Context: an optimization exercise on an open-source flow, tuned for small area, a short achievable clock period and few clock cycles per item. The choices shown serve that exercise and are no tape-out recipe. In this exercise RTL edits were held to simulation tests only and were not proved equivalent to the original.

==> design/flow/design.v <==
`timescale 1ns / 1ps
package fit_pkg;
	localparam int HISTORY_DEPTH_DEF = 64;
	localparam logic [1:0] CFG_PERIOD   = 2'd0;
	localparam logic [1:0] CFG_STEP     = 2'd1;
	localparam logic [1:0] CFG_PAGE_LEN = 2'd2;
	localparam logic [3:0] PAGE_LEN_RST = 4'd5;
	typedef enum logic [1:0] {
		KIND_NONE   = 2'd0,
		KIND_FLIGHT = 2'd1,
		KIND_GAP    = 2'd2
	} kind_t;
	typedef struct packed {
		logic [31:0]       period;
		logic signed [1:0] step;
		logic [3:0]        page_len;
	} cfg_t;
	typedef struct packed {
		logic rd_en;
		logic fl_we;
		logic gp_we;
		logic rd_zero;
		logic rd_bypass;
	} hist_ctl_t;
endpackage
`timescale 1ns / 1ps
module fit_cfg_regs
(
	input  logic        clk,
	input  logic        arst_n,
	input  logic        cfg_we,
	input  logic [1:0]  cfg_index,
	input  logic [31:0] cfg_data,
	output fit_pkg::cfg_t        cfg
);
	fit_pkg::cfg_t cfg_q;
	always_ff @(posedge clk or negedge arst_n) begin
		if (!arst_n) begin
			cfg_q.period   <= '0;
			cfg_q.step     <= '0;
			cfg_q.page_len <= fit_pkg::PAGE_LEN_RST;
		end else if (cfg_we) begin
			case (cfg_index)
				fit_pkg::CFG_PERIOD:   cfg_q.period   <= cfg_data;
				fit_pkg::CFG_STEP:     cfg_q.step     <= cfg_data[1:0];
				fit_pkg::CFG_PAGE_LEN: cfg_q.page_len <= cfg_data[3:0];
				default:      ;
			endcase
		end
	end
	assign cfg = cfg_q;
endmodule
`timescale 1ns / 1ps
module fit_history
#(
	parameter int HISTORY_DEPTH = fit_pkg::HISTORY_DEPTH_DEF,
	localparam int IW = $clog2(HISTORY_DEPTH)
) (
	input  logic          clk,
	input  logic          arst_n,
	input  fit_pkg::hist_ctl_t     ctl,
	input  logic [IW-1:0] fl_waddr,
	input  logic [IW-1:0] gp_waddr,
	input  logic [31:0]   wdata,
	input  logic [IW-1:0] raddr,
	output logic [31:0]   read_data
);
	logic [31:0] flight_mem [HISTORY_DEPTH];
	logic [31:0] gap_mem [HISTORY_DEPTH];
	logic [31:0] mem_rd_q;
	logic [31:0] byp_data_q;
	logic        zero_q;
	logic        byp_q;
	always_ff @(posedge clk) begin
		if (ctl.fl_we) begin
			flight_mem[fl_waddr] <= wdata;
		end
		if (ctl.gp_we) begin
			gap_mem[gp_waddr] <= wdata;
		end
	end
	always_ff @(posedge clk) begin
		if (ctl.rd_en) begin
			mem_rd_q   <= flight_mem[raddr];
			byp_data_q <= wdata;
		end
	end
	always_ff @(posedge clk or negedge arst_n) begin
		if (!arst_n) begin
			zero_q <= 1'b1;
			byp_q  <= 1'b0;
		end else if (ctl.rd_en) begin
			zero_q <= ctl.rd_zero;
			byp_q  <= ctl.rd_bypass;
		end
	end
	assign read_data = zero_q ? 32'd0 : (byp_q ? byp_data_q : mem_rd_q);
endmodule
`timescale 1ns / 1ps
module fit_pass
#(
	parameter int HISTORY_DEPTH = fit_pkg::HISTORY_DEPTH_DEF,
	localparam int IW = $clog2(HISTORY_DEPTH),
	localparam int CW = $clog2(HISTORY_DEPTH + 1)
) (
	input  logic          clk,
	input  logic          arst_n,
	input  logic          adv,
	input  fit_pkg::cfg_t          cfg,
	input  logic [31:0]   raw_time_ms,
	input  logic          press_timer,
	input  logic          press_aux,
	input  logic [IW-1:0] read_index,
	output logic [31:0]   corrected_time,
	output logic          running,
	output logic [CW-1:0] flight_total,
	output logic [CW-1:0] gap_total,
	output logic [CW-1:0] page_start,
	output logic [31:0]   round_begin,
	output logic [31:0]   recorded_ms,
	output logic [1:0]    recorded_kind,
	output logic          store_full,
	output fit_pkg::hist_ctl_t     hist_ctl,
	output logic [IW-1:0] fl_waddr,
	output logic [IW-1:0] gp_waddr,
	output logic [31:0]   wdata,
	output logic [IW-1:0] raddr
);
	localparam int PW = (CW > 4) ? CW : 4;
	localparam logic [CW-1:0] DEPTH_C = CW'(HISTORY_DEPTH);
	logic [31:0]   drift_q, last_corr_q, last_press_q, round_begin_q;
	logic          running_q;
	logic [CW-1:0] fcount_q, gcount_q, page_q;
	logic [31:0]   now_q, rec_ms_q;
	fit_pkg::kind_t         kind_q;
	logic          full_q;
	logic [31:0]   now, span, drift_n, last_corr_n, round_n, rec_ms_n;
	logic          running_n, full_n, fl_we, gp_we;
	logic [CW-1:0] fcount_n, gcount_n, page_n;
	logic [PW-1:0] page_ext, plen_ext;
	fit_pkg::kind_t         kind_n;
	assign now  = raw_time_ms + drift_q;
	assign span = now - last_press_q;
	always_comb begin
		drift_n     = drift_q;
		last_corr_n = last_corr_q;
		if ((cfg.period != 32'd0) && ((now - last_corr_q) > cfg.period)) begin
			drift_n     = drift_q + {{30{cfg.step[1]}}, cfg.step};
			last_corr_n = now;
		end
	end
	always_comb begin
		running_n = running_q;
		fcount_n  = fcount_q;
		gcount_n  = gcount_q;
		page_n    = page_q;
		round_n   = round_begin_q;
		rec_ms_n  = 32'd0;
		kind_n    = fit_pkg::KIND_NONE;
		full_n    = 1'b0;
		fl_we     = 1'b0;
		gp_we     = 1'b0;
		page_ext  = '0;
		plen_ext  = '0;
		if (press_timer) begin
			if (!running_q) begin
				running_n = 1'b1;
				if (fcount_q != '0) begin
					if (gcount_q < DEPTH_C) begin
						gp_we    = 1'b1;
						gcount_n = gcount_q + 1'b1;
						rec_ms_n = span;
						kind_n   = fit_pkg::KIND_GAP;
					end else begin
						full_n = 1'b1;
					end
				end
				if (round_begin_q == 32'd0) begin
					round_n = now;
				end
			end else begin
				running_n = 1'b0;
				if (fcount_q < DEPTH_C) begin
					fl_we    = 1'b1;
					fcount_n = fcount_q + 1'b1;
					if (page_q == fcount_q) begin
						page_n = fcount_q + 1'b1;
					end
					rec_ms_n = span;
					kind_n   = fit_pkg::KIND_FLIGHT;
				end else begin
					full_n = 1'b1;
				end
			end
		end
		if (press_aux) begin
			if (!running_n && (round_n == 32'd0)) begin
				round_n = now;
			end else if (fcount_n > CW'(1)) begin
				page_ext = PW'(page_n);
				plen_ext = PW'(cfg.page_len);
				if (plen_ext > page_ext) begin
					page_n = fcount_n;
				end else begin
					page_n = CW'(page_ext - plen_ext);
				end
			end
		end
	end
	always_ff @(posedge clk or negedge arst_n) begin
		if (!arst_n) begin
			drift_q       <= '0;
			last_corr_q   <= '0;
			last_press_q  <= '0;
			round_begin_q <= '0;
			running_q     <= 1'b0;
			fcount_q      <= '0;
			gcount_q      <= '0;
			page_q        <= '0;
		end else if (adv) begin
			drift_q       <= drift_n;
			last_corr_q   <= last_corr_n;
			round_begin_q <= round_n;
			running_q     <= running_n;
			fcount_q      <= fcount_n;
			gcount_q      <= gcount_n;
			page_q        <= page_n;
			if (press_timer) begin
				last_press_q <= now;
			end
		end
	end
	always_ff @(posedge clk) begin
		if (adv) begin
			now_q    <= now;
			rec_ms_q <= rec_ms_n;
			kind_q   <= kind_n;
			full_q   <= full_n;
		end
	end
	always_comb begin
		hist_ctl.rd_en     = adv;
		hist_ctl.fl_we     = adv && fl_we;
		hist_ctl.gp_we     = adv && gp_we;
		hist_ctl.rd_zero   = !(CW'(read_index) < fcount_n);
		hist_ctl.rd_bypass = fl_we && (CW'(read_index) == fcount_q);
	end
	assign fl_waddr = fcount_q[IW-1:0];
	assign gp_waddr = gcount_q[IW-1:0];
	assign wdata    = span;
	assign raddr    = read_index;
	assign corrected_time = now_q;
	assign running        = running_q;
	assign flight_total   = fcount_q;
	assign gap_total      = gcount_q;
	assign page_start     = page_q;
	assign round_begin    = round_begin_q;
	assign recorded_ms    = rec_ms_q;
	assign recorded_kind  = kind_q;
	assign store_full     = full_q;
endmodule
`timescale 1ns / 1ps
module flight_interval_timer_core
#(
	parameter int HISTORY_DEPTH = fit_pkg::HISTORY_DEPTH_DEF,
	localparam int IW = $clog2(HISTORY_DEPTH),
	localparam int CW = $clog2(HISTORY_DEPTH + 1)
) (
	input  logic          clk,
	input  logic          arst_n,
	input  logic          in_valid,
	output logic          in_stall,
	input  logic [31:0]   raw_time_ms,
	input  logic          press_timer,
	input  logic          press_aux,
	input  logic [IW-1:0] read_index,
	output logic          out_valid,
	input  logic          out_stall,
	output logic [31:0]   corrected_time,
	output logic          running,
	output logic [CW-1:0] flight_total,
	output logic [CW-1:0] gap_total,
	output logic [CW-1:0] page_start,
	output logic [31:0]   round_begin,
	output logic [31:0]   recorded_ms,
	output logic [1:0]    recorded_kind,
	output logic          store_full,
	output logic [31:0]   read_flight_ms,
	input  logic          cfg_we,
	input  logic [1:0]    cfg_index,
	input  logic [31:0]   cfg_data
);
	fit_pkg::cfg_t          cfg;
	fit_pkg::hist_ctl_t     hist_ctl;
	logic [IW-1:0] fl_waddr, gp_waddr, raddr;
	logic [31:0]   wdata;
	logic          vld_s1;
	logic [31:0]   raw_s1;
	logic          ptimer_s1, paux_s1;
	logic [IW-1:0] ridx_s1;
	logic          out_valid_q;
	logic          adv, accept;
	assign adv      = vld_s1 && (!out_valid_q || !out_stall);
	assign in_stall = vld_s1 && !adv;
	assign accept   = in_valid && !in_stall;
	always_ff @(posedge clk or negedge arst_n) begin
		if (!arst_n) begin
			vld_s1 <= 1'b0;
		end else if (accept) begin
			vld_s1 <= 1'b1;
		end else if (adv) begin
			vld_s1 <= 1'b0;
		end
	end
	always_ff @(posedge clk) begin
		if (accept) begin
			raw_s1    <= raw_time_ms;
			ptimer_s1 <= press_timer;
			paux_s1   <= press_aux;
			ridx_s1   <= read_index;
		end
	end
	always_ff @(posedge clk or negedge arst_n) begin
		if (!arst_n) begin
			out_valid_q <= 1'b0;
		end else if (adv) begin
			out_valid_q <= 1'b1;
		end else if (!out_stall) begin
			out_valid_q <= 1'b0;
		end
	end
	assign out_valid = out_valid_q;
	fit_cfg_regs u_cfg (
		.clk       (clk),
		.arst_n    (arst_n),
		.cfg_we    (cfg_we),
		.cfg_index (cfg_index),
		.cfg_data  (cfg_data),
		.cfg       (cfg)
	);
	fit_pass #(
		.HISTORY_DEPTH (HISTORY_DEPTH)
	) u_pass (
		.clk            (clk),
		.arst_n         (arst_n),
		.adv            (adv),
		.cfg            (cfg),
		.raw_time_ms    (raw_s1),
		.press_timer    (ptimer_s1),
		.press_aux      (paux_s1),
		.read_index     (ridx_s1),
		.corrected_time (corrected_time),
		.running        (running),
		.flight_total   (flight_total),
		.gap_total      (gap_total),
		.page_start     (page_start),
		.round_begin    (round_begin),
		.recorded_ms    (recorded_ms),
		.recorded_kind  (recorded_kind),
		.store_full     (store_full),
		.hist_ctl       (hist_ctl),
		.fl_waddr       (fl_waddr),
		.gp_waddr       (gp_waddr),
		.wdata          (wdata),
		.raddr          (raddr)
	);
	fit_history #(
		.HISTORY_DEPTH (HISTORY_DEPTH)
	) u_history (
		.clk       (clk),
		.arst_n    (arst_n),
		.ctl       (hist_ctl),
		.fl_waddr  (fl_waddr),
		.gp_waddr  (gp_waddr),
		.wdata     (wdata),
		.raddr     (raddr),
		.read_data (read_flight_ms)
	);
endmodule
==> design/flow/run.sh <==
#!/bin/bash
# synth_recipe.tcl (not shown) runs the flow's synth.tcl, then flattens the netlist and writes it again
# the make line also repeats each setting of config.mk as NAME=value (left out here)
make -C /OpenROAD-flow-scripts/flow DESIGN_CONFIG=/design/flow/config.mk WORK_HOME=/design/flow/orfs CLKGATE_MAP_FILE= SYNTH_SCRIPT=/design/flow/synth_recipe.tcl finish
==> design/flow/config.mk <==
export PLATFORM = sky130hd
export DESIGN_NAME = flight_interval_timer_core
export DESIGN_NICKNAME = flight_interval_timer_core
export VERILOG_FILES = /design/flow/design.v
export SDC_FILE = /design/flow/constraint.sdc
export NUM_CORES = 4
export LEC_CHECK = 0
export CAP_MARGIN = 20
export CORE_MARGIN = 2
export CORE_UTILIZATION = 40
export SLEW_MARGIN = 20
==> design/flow/constraint.sdc <==
create_clock -name core_clock -period 7.0 [get_ports {clk}]
set_input_delay 1.4000 -clock core_clock [delete_from_list [all_inputs] [get_ports {clk}]]
set_output_delay 1.4000 -clock core_clock [all_outputs]
set_load 0.01 [all_outputs]
==> flow_summary.yaml <==
hold_path:
  hp-start: "u_pass.round_begin_q[25]$_DFFE_PN0P_"
  min_path_type: "reg2reg"
  min_to: "u_pass.round_begin_q[25]$_DFFE_PN0P_"
  worstHoldPathCells: 1
flow_run:
  cap_violations: 0
global_route:
  grt_pass1_wl_mm: 385
  overflow: 0
  antenna_found_initial: 15
  grt_max_degree: 123
  grt_use_total_pct: 21.4
  grt_pass1_vias: 52200
placed_design:
  place_worst_setup_slack_ns: -0.389
  dp.cells: 8637
  dp_hpwl_mm: 163
  io_buffers: 233
  gp_congestion: 0.882
critical_path:
  rr_endpoint: "u_pass.drift_q[28]$_DFFE_PN0P_"
  cp_top_family: "compound AO/OA/AOI/OAI gates"
  reg2regPathDepth: 30
  path_depth: 30
  rrSetupSlack_ns: 0.32
  cp_num_buf_inv: 3
  slowest_delay_ns: 0.50
  crit_type: "reg2reg"
  crit_required_ns: 7.79
  crit_top_cell: "a21o_1"
  path_max_fanout: 13
  worstReg2RegStart: "u_pass.drift_q[0]$_DFFE_PN0P_"
  cpMaxStageDelayCell: "or4b_1"
  arrival_ns: 7.47
  start_kind: "flip-flop"
  crit_path_end_kind: "flip-flop"
route:
  drtPass1Iterations: 5
  vias_per_cell: 5.68
  first_iter_violations: 5548
  wirelength_mm: 270
  vias: 51700
  drtAntennaViolNets: 0
  drc_errors: 0
  wire_per_inst_um: 29.7
floorplan:
  start_util_pct: 40.2
  die_area_mm2: 0.252
  rows: 182
  ios: 234
  die_w_um: 502
  die_height_um: 502
  coreArea_mm2: 0.246
clock_network:
  clk_latency_ns: 0.89
  root_buffer: "clkbuf_16"
  max-clock-path-buffers: 3
  cts.sinks: 2411
  holdBufCountCts: 0
  cts_tree: "built"
  clk_pin_slew_ns: 0.06
  cts_max_level: 4
  cts_buffers: 239
final_layout:
  nFillCells: 20300
  utilization_pct: 47.2
  max_flop_register: "u_history.flight_mem"
  drive_above_1_share_pct: 26.1
  stdcell_count: 9100
  largest_register_ffs: 2048
  fin_nets: 5824
  syn2layout_area_growth_pct: 17.3
  reg.largest.list: "u_history.flight_mem: 2048 flops, u_cfg.cfg_q: 38 flops"
synthesis:
  yosys_most_used_dff: "edfxtp_1"
  async_flop_share_pct: 7.96
  synth_warnings: 4
  syn_nets: 5309
  synth_seq_cells: 2411
  synth_cell_type_count: 82
  yosysSeqAreaShare_pct: 72.1
  syn_area_mm2: 0.0991
  syn_avg_cell_area_um2: 19.6
  syn_inst: 5055
  synth-edff-count: 2219
sta:
  worst_slack_ns: 0.316
  setup_tns_ns: 0
  slew_headroom_pct: 22.7
  hold_viol_final: 0
  fin_crit_ns: 6.68
  rsz0062_at_grt: "no"
  drv_slew: 0
  worst_slew_pin_slew_ns: 1.16
  period_share_pct: 95.5
  setup_viol: 0
  fin_skew_ns: 0.0823
  max_freq_ghz: 0.150
status:
  status: "complete, no violations"
logic make-up (layout without fill, tap and decap cells):
group / after synthesis / in the layout / synth area share, %
flip-flops: 2411 / 2411 / 72.1
multiplexers: 784 / 784 / 16.3
AND/OR/NAND/NOR: 629 / 630 / 3.04
AO/OA/AOI/OAI: 538 / 538 / 3.51
buffers and inverters: 375 / 1096 / 1.48
adder cells (fa/ha/maj): 175 / 175 / 2.25
XOR/XNOR: 143 / 143 / 1.26
other: 0 / 11 / 0
worst max-delay path by stage:
| stage | start | endpoint | slack [ns] |
|---|---|---|---|
| final | u_pass.drift_q[0]$_DFFE_PN0P_ | u_pass.drift_q[28]$_DFFE_PN0P_ | 0.32 |
| after detailed placement | raw_s1[0]$_DFFE_PP_ | u_pass.drift_q[4]$_DFFE_PN0P_ | -0.39 |
| after floorplan | u_pass.drift_q[0]$_DFFE_PN0P_ | u_pass.drift_q[21]$_DFFE_PN0P_ | 0.30 |
| after global placement | raw_s1[0]$_DFFE_PP_ | u_pass.drift_q[10]$_DFFE_PN0P_ | -0.31 |
| after global routing | raw_s1[0]$_DFFE_PP_ | u_pass.last_corr_q[4]$_DFFE_PN0P_ | 0.01 |
| after CTS | u_pass.drift_q[0]$_DFFE_PN0P_ | u_pass.drift_q[26]$_DFFE_PN0P_ | 0.02 |
final cells by class:
cell class / instances / area (um2) / area share (%)
clock inverters: 169 / 2020 / 1.74
clock buffers: 279 / 6240 / 5.38
multi-input cells: 2270 / 27100 / 23.3
repair buffers: 497 / 4630 / 3.98
inverters: 151 / 576 / 0.496
flip-flops and latches: 2411 / 71400 / 61.5
well taps: 3312 / 4140 / 3.57
diodes: 11 / 27.5 / 0.0237
cells in the final DEF, fill, tap and decap left out, drive strengths merged, types with 21 or more instances in the layout:
| cell | n |
|---|---|
| nor3 | 23 |
| mux2i | 57 |
| nand4 | 26 |
| xnor2 | 90 |
| a211oi | 22 |
| bufinv | 35 |
| mux4 | 659 |
| nand2 | 177 |
| inv | 157 |
| a21o | 105 |
| clkdlybuf4s50 | 232 |
| nand3 | 38 |
| o21a | 21 |
| mux2 | 68 |
| nor2b | 50 |
| clkinv | 117 |
| dfrtp | 189 |
| nor4 | 22 |
| nor2 | 196 |
| xor2 | 53 |
| a21oi | 120 |
| buf | 264 |
| ha | 170 |
| o21ai | 147 |
| clkbuf | 280 |
| edfxtp | 2219 |
cells in the mapped netlist, types with 57 or more instances:
master	number	area share, %
edfxtp_1	2219	67
a21o_1	105	0.80
clkbuf_1	160	0.61
xnor2_1	90	0.80
ha_1	170	2.1
mux4_2	659	15
dfrtp_1	189	4.8
a21oi_1	118	0.60
nor2_1	196	0.74
mux2i_1	57	0.58
nand2_1	176	0.67
inv_1	151	0.57
o21ai_0	142	0.72
mux2_2	68	0.77
metal layers:
layer  vias to the layer above  GRT usage [%]  part of all wire (%)  routed length [um]
li1                      21700              -                     -                   -
met1                     27900           29.7                    42              114000
met4                         0           5.26                   2.3                6320
met2                      1807           35.4                    49              133000
met5                         -              0                     0                   0
met3                       357           3.31                   6.1               16400
stage by stage:
step / instance area (um2) / hold WS [ns]
after floorplan: 99100 / 0.450
after global placement: 108000 / 0.464
after detailed placement: 108000 / 0.470
after CTS: 116000 / 0.484
after global routing: 116000 / 0.500
final: 116000 / 0.483
timing repair:
action,in CTS,in global routing
gates cloned,1,0
gates resized for setup,6,17
pin swaps,3,7
hold endpoints to repair,0,0
setup buffers,3,0
setup endpoints to repair,61,64
Testbench counts, summed over its fixed seeds: cycles 12,016, items 12,000.

-- port drivers added, routing unchanged --
In the flow no input, the clock included, has a driving cell. The finished layout below was timed again as built, in two steps.
Step 1, drivers: a clkbuf_16 drives clk and a buf_2 each remaining input, both assumed.
Step 2, shift: input delay + t, output delay - t, t = (earliest + latest rising clock arrival at the registers) / 2. This alone moves slack from input paths to output paths.
a / b / c = ideal ports / drivers / drivers and shift; a / b = the first two.
shift t [ns]: 0.948
setup slack, ns: 0.316 / 0.316 / 0.316
worst hold slack (ns): 0.483 / 0.483 / 0.483
worst setup path at the end: register to register
worst data-port slew with drivers (ns): 0.13
After both steps this run still meets setup and hold. For this run, drivers alone change the setup slack by 0.000 ns; drivers and shift together by 0.000 ns.
